What follows belongs to an exercise in optimizing a design on an open flow for small area, a short achievable clock period and few clock cycles per item; a production flow would make more cautious choices.
Where RTL was checked, it was by simulation tests only, not by an equivalence proof against the original.
Power is estimated from default activity; no workload was simulated.

## old
==> flow/design.v <==
`timescale 1ns / 1ps
package lru_pr_pkg;
  localparam int unsigned DEF_MAX_ENTRIES = 16;
  localparam int unsigned DEF_PAGE_BITS   = 16;
  localparam int unsigned DEF_AGE_BITS    = 16;
  localparam int unsigned PAGE_PORT_W = 16;
  localparam int unsigned SLOT_PORT_W = 4;
  localparam int unsigned CNT_W       = 32;
  localparam int unsigned CFG_W       = 5;
  localparam logic [CFG_W-1:0] CFG_RESET = 5'd16;
  localparam int unsigned RES_W = 1 + SLOT_PORT_W + 1 + PAGE_PORT_W;
endpackage
`timescale 1ns / 1ps
import lru_pr_pkg::*;
module lru_pr_cell
#(
  parameter int unsigned PAGE_BITS = lru_pr_pkg::DEF_PAGE_BITS,
  parameter int unsigned AGE_BITS  = lru_pr_pkg::DEF_AGE_BITS
) (
  input  logic                 clk,
  input  logic                 rst_n,
  input  logic                 live,      
  input  logic                 step,      
  input  logic [PAGE_BITS-1:0] page_i,    
  input  logic                 fill,      
  input  logic                 use_i,     
  input  logic [3:0]           bsel,      
  output logic                 match,     
  output logic                 full_o,
  output logic [PAGE_BITS-1:0] page_o,
  output logic                 z3,        
  output logic                 z2,        
  output logic                 abit       
);
  logic [PAGE_BITS-1:0] page_r;
  logic                 full_r;
  logic [AGE_BITS-1:0]  age_r;
  always_ff @(posedge clk) begin
    if (fill) page_r <= page_i;
  end
  always_ff @(posedge clk) begin
    if (!rst_n) begin
      full_r <= 1'b0;
    end else if (fill) begin
      full_r <= 1'b1;
    end
  end
  always_ff @(posedge clk) begin
    if (!rst_n || use_i) begin
      age_r <= '0;
    end else if (step && live && !(&age_r)) begin
      age_r <= age_r + AGE_BITS'(1);
    end
  end
  assign match  = full_r && (page_r == page_i);
  assign full_o = full_r;
  assign page_o = page_r;
  assign z2     = &age_r[AGE_BITS-1:1];
  assign z3     = (&age_r[AGE_BITS-1:2]) && (age_r[1] || age_r[0]);
  assign abit   = age_r[bsel];
endmodule
`timescale 1ns / 1ps
import lru_pr_pkg::*;
module lru_page_replacement_unit
#(
  parameter int unsigned MAX_ENTRIES = lru_pr_pkg::DEF_MAX_ENTRIES,
  parameter int unsigned PAGE_BITS   = lru_pr_pkg::DEF_PAGE_BITS,
  parameter int unsigned AGE_BITS    = lru_pr_pkg::DEF_AGE_BITS
) (
  input  logic                   clk,
  input  logic                   rst_n,
  input  logic                   in_valid,
  output logic                   in_ready,
  input  logic [lru_pr_pkg::PAGE_PORT_W-1:0] in_page_number,
  output logic                   out_valid,
  input  logic                   out_ready,
  output logic                   out_hit,
  output logic [lru_pr_pkg::SLOT_PORT_W-1:0] out_slot,
  output logic                   out_evicted_valid,
  output logic [lru_pr_pkg::PAGE_PORT_W-1:0] out_evicted_page,
  output logic [lru_pr_pkg::CNT_W-1:0]       out_fault_count,
  output logic [lru_pr_pkg::CNT_W-1:0]       out_request_count,
  input  logic                   cfg_wr_en,
  input  logic [lru_pr_pkg::CFG_W-1:0]       cfg_wr_data
);
  localparam int unsigned N = 16;
  logic [CFG_W-1:0] cfg_r;
  always_ff @(posedge clk) begin
    if (!rst_n) begin
      cfg_r <= CFG_RESET;
    end else if (cfg_wr_en) begin
      cfg_r <= cfg_wr_data;
    end
  end
  logic [N-1:0] live;
  always_comb begin
    for (int i = 0; i < N; i++) live[i] = (i == 0) || (cfg_r > CFG_W'(i));
  end
  logic       rb_busy;
  logic [4:0] rb_c;
  always_ff @(posedge clk) begin
    if (!rst_n) begin
      rb_busy <= 1'b0;
      rb_c    <= 5'd15;
    end else if (cfg_wr_en) begin
      rb_busy <= 1'b1;
      rb_c    <= 5'd15;
    end else if (rb_busy) begin
      rb_c    <= rb_c + 5'd1;
      if (rb_c == 5'd0) rb_busy <= 1'b0;
    end
  end
  logic rb_init, rb_bit, rb_final;
  assign rb_init  = rb_busy && (rb_c == 5'd15);
  assign rb_bit   = rb_busy && rb_c[4];
  assign rb_final = rb_busy && (rb_c == 5'd0);
  logic                 in_ready_r;
  logic                 a_v, a_hold, acc;
  logic [PAGE_BITS-1:0] a_page;
  logic                 q1_v;
  assign acc    = in_valid && in_ready_r;
  assign a_hold = a_v && q1_v;
  always_ff @(posedge clk) begin
    if (!rst_n) begin
      a_v <= 1'b0;
    end else begin
      a_v <= a_hold || acc;
    end
    if (!a_hold) a_page <= in_page_number;
  end
  logic                 step;
  logic [N-1:0]         match, full, z3, z2, abit, fill, use_v;
  logic [PAGE_BITS-1:0] page [N];
  assign step = a_v && !q1_v;
  genvar gi, gj;
  generate
    for (gi = 0; gi < N; gi++) begin : g_ent
      lru_pr_cell #(
        .PAGE_BITS (PAGE_BITS),
        .AGE_BITS  (AGE_BITS)
      ) u_cell (
        .clk    (clk),
        .rst_n  (rst_n),
        .live   (live[gi]),
        .step   (step),
        .page_i (a_page),
        .fill   (fill[gi]),
        .use_i  (use_v[gi]),
        .bsel   (rb_c[3:0]),
        .match  (match[gi]),
        .full_o (full[gi]),
        .page_o (page[gi]),
        .z3     (z3[gi]),
        .z2     (z2[gi]),
        .abit   (abit[gi])
      );
    end
  endgenerate
  logic [N-1:0] ord [N];    
  logic [N-1:0] tch;        
  logic [N-1:0] zt;         
  always_comb begin
    for (int i = 0; i < N; i++) begin
      if (rb_bit) begin
        tch[i] = !abit[i];
        zt[i]  = 1'b0;
      end else if (rb_final) begin
        tch[i] = !live[i];
        zt[i]  = z2[i];
      end else begin
        tch[i] = use_v[i] || (step && !live[i]);
        zt[i]  = rb_init || (step && live[i] && z3[i]);
      end
    end
  end
  generate
    for (gi = 0; gi < N; gi++) begin : g_row
      for (gj = 0; gj < N; gj++) begin : g_col
        if (gi < gj) begin : g_up
          logic g, gz;
          assign gz = g || (zt[gi] && zt[gj]);
          always_ff @(posedge clk) begin
            if (!rst_n) begin
              g <= 1'b1;
            end else begin
              g <= (tch[gj] && !tch[gi]) || (gz && (tch[gj] || !tch[gi]));
            end
          end
          assign ord[gi][gj] = g;
        end else if (gi > gj) begin : g_lo
          assign ord[gi][gj] = !g_row[gj].g_col[gi].g_up.g;
        end else begin : g_d
          assign ord[gi][gj] = 1'b1;
        end
      end
    end
  endgenerate
  logic [N-1:0] vic;
  always_comb begin
    for (int i = 0; i < N; i++) begin
      vic[i] = 1'b1;
      for (int j = 0; j < N; j++) begin
        if (j != i) vic[i] = vic[i] && ord[i][j];
      end
    end
  end
  logic [N-1:0] m, hs, u;
  logic         hit;
  always_comb begin
    logic seen;
    seen = 1'b0;
    for (int i = 0; i < N; i++) begin
      m[i]  = match[i] && live[i];
      hs[i] = m[i] && !seen;
      seen  = seen || m[i];
    end
  end
  assign hit = |m;
  assign u   = hit ? hs : vic;
  always_comb begin
    for (int i = 0; i < N; i++) begin
      use_v[i] = step && u[i];
      fill[i]  = step && !hit && vic[i];
    end
  end
  logic [SLOT_PORT_W-1:0] r_slot, hs_slot, vic_slot;
  logic                   r_evv;
  logic [PAGE_PORT_W-1:0] r_evp;
  always_comb begin
    hs_slot  = '0;
    vic_slot = '0;
    r_evp    = '0;
    for (int i = 0; i < N; i++) begin
      if (hs[i])  hs_slot  = hs_slot  | SLOT_PORT_W'(i);
      if (vic[i]) vic_slot = vic_slot | SLOT_PORT_W'(i);
      if (vic[i]) r_evp    = r_evp    | page[i];
    end
  end
  assign r_slot = hit ? hs_slot : vic_slot;
  assign r_evv  = !hit && |(vic & full);
  logic [RES_W-1:0] r_res;
  assign r_res = {hit, r_slot, r_evv, r_evv ? r_evp : PAGE_PORT_W'(0)};
  logic             o_v;
  logic [RES_W-1:0] o_res, q1_res;
  logic [CNT_W-1:0] o_req, o_fault, o_req_p1, o_fault_p1;
  assign o_req_p1   = o_req + CNT_W'(1);
  assign o_fault_p1 = o_fault + CNT_W'(1);
  logic pop, adv, o_load;
  logic [RES_W-1:0] o_src;
  assign pop    = o_v && out_ready;
  assign adv    = pop || !o_v;           
  assign o_load = adv && (q1_v || step);
  assign o_src  = q1_v ? q1_res : r_res;
  logic q1_v_nxt;
  assign q1_v_nxt = !adv && (q1_v || step);
  always_ff @(posedge clk) begin
    if (!rst_n) begin
      o_v  <= 1'b0;
      q1_v <= 1'b0;
    end else begin
      if (adv) o_v <= q1_v || step;
      q1_v <= q1_v_nxt;
    end
  end
  always_ff @(posedge clk) begin
    if (o_load) o_res <= o_src;
    if (!q1_v) q1_res <= r_res;
  end
  always_ff @(posedge clk) begin
    if (!rst_n) begin
      o_req   <= '0;
      o_fault <= '0;
    end else if (o_load) begin
      o_req   <= o_req_p1;
      if (!o_src[RES_W-1]) o_fault <= o_fault_p1;
    end
  end
  always_ff @(posedge clk) begin
    if (!rst_n) begin
      in_ready_r <= 1'b1;
    end else begin
      in_ready_r <= !cfg_wr_en && !(rb_busy && !rb_final) &&
                    !((a_hold || acc) && q1_v_nxt);
    end
  end
  assign in_ready          = in_ready_r;
  assign out_valid         = o_v;
  assign out_hit           = o_res[RES_W-1];
  assign out_slot          = o_res[RES_W-2 -: SLOT_PORT_W];
  assign out_evicted_valid = o_res[PAGE_PORT_W];
  assign out_evicted_page  = o_res[PAGE_PORT_W-1:0];
  assign out_fault_count   = o_fault;
  assign out_request_count = o_req;
endmodule
make LEC_CHECK=0 CAP_MARGIN=20 CORE_MARGIN=2 CORE_UTILIZATION=40 SLEW_MARGIN=20 finish   # period 12.0 ns
run.sh (not shown) runs the stock make flow with config.mk's settings and CLKGATE_MAP_FILE= SYNTH_SCRIPT=/design/flow/synth_recipe.tcl, a recipe that flattens the netlist after the stock synthesis.
Testbench counts of old, summed over its fixed seeds: cycles 3,216, items 3,200.
Here is what was changed in the inputs of new compared with old.
diff --git a/flow/design.v b/flow/design.v
--- a/flow/design.v
+++ b/flow/design.v
@@ -85,15 +85,11 @@
 );
   localparam int unsigned N = 16;
-  logic [CFG_W-1:0] cfg_r;
-  always_ff @(posedge clk) begin
-    if (!rst_n) begin
-      cfg_r <= CFG_RESET;
+  logic [N-1:0] live;
+  always_ff @(posedge clk) begin
+    if (!rst_n) begin
+      live <= '1;
     end else if (cfg_wr_en) begin
-      cfg_r <= cfg_wr_data;
-    end
-  end
-  logic [N-1:0] live;
-  always_comb begin
-    for (int i = 0; i < N; i++) live[i] = (i == 0) || (cfg_r > CFG_W'(i));
+      for (int i = 0; i < N; i++) live[i] <= (i == 0) || (cfg_wr_data > CFG_W'(i));
+    end
   end
   logic       rb_busy;
@@ -243,7 +239,4 @@
   logic             o_v;
   logic [RES_W-1:0] o_res, q1_res;
-  logic [CNT_W-1:0] o_req, o_fault, o_req_p1, o_fault_p1;
-  assign o_req_p1   = o_req + CNT_W'(1);
-  assign o_fault_p1 = o_fault + CNT_W'(1);
   logic pop, adv, o_load;
   logic [RES_W-1:0] o_src;
@@ -267,11 +260,20 @@
     if (!q1_v) q1_res <= r_res;
   end
-  always_ff @(posedge clk) begin
-    if (!rst_n) begin
+  logic [CNT_W-1:0] req_r, fault_r, req_nxt, fault_nxt, o_req, o_fault;
+  assign req_nxt   = step ? req_r + CNT_W'(1) : req_r;
+  assign fault_nxt = (step && !hit) ? fault_r + CNT_W'(1) : fault_r;
+  always_ff @(posedge clk) begin
+    if (!rst_n) begin
+      req_r   <= '0;
+      fault_r <= '0;
       o_req   <= '0;
       o_fault <= '0;
-    end else if (o_load) begin
-      o_req   <= o_req_p1;
-      if (!o_src[RES_W-1]) o_fault <= o_fault_p1;
+    end else begin
+      req_r   <= req_nxt;
+      fault_r <= fault_nxt;
+      if (o_load) begin
+        o_req   <= req_nxt;
+        o_fault <= fault_nxt;
+      end
     end
   end
## What came out
Looking at the reports, new completed the entire flow and the layout it produced met the timing, design-rule and antenna checks. Comparing new against old, there is no change at all in worst hold path depth. Die area up 5.1% in new wrt old. new gives less global-route usage than old did. Diff old and new: clock power lower in old. Comparing post-route clock period utilization for old and new, the smaller number came from new. Between old and new, the difference in worst hold slack is negligible. On required time at the endpoint of the critical path: between old and new, it ends up lower for new. Going from old to new, worst setup slack grows by 25 ps.
No functional check of the RTL was part of new.

-- re-timing with driven ports --
How much do the figures lean on ideal ports? The routed layouts below were timed once more, with nothing changed but the port constraints.
Step 1, drivers: a clkbuf_16 drives clk and a buf_2 each remaining input, both assumed.
Step 2 moves the port delays by t, midway between the first and last clock arrival at a register: inputs arrive t later, outputs are due t later. That takes back most of the time a late clock gives input paths.
a / b / c = ideal ports / drivers / drivers and shift; a / b = the first two.
run	shift t [ns]	setup WS [ns]	hold WS [ns]	cell pins on the clock port's net
old	0.746	6.809 / 6.837 / 6.091	0.445 / 0.445 / 0.445	1
new	0.754	6.834 / 6.834 / 6.834	0.444 / 0.444 / 0.444	1
After both steps every run listed still meets setup and hold. For old, which loses most, drivers alone change the setup slack by +0.028 ns; drivers and shift together by -0.718 ns.
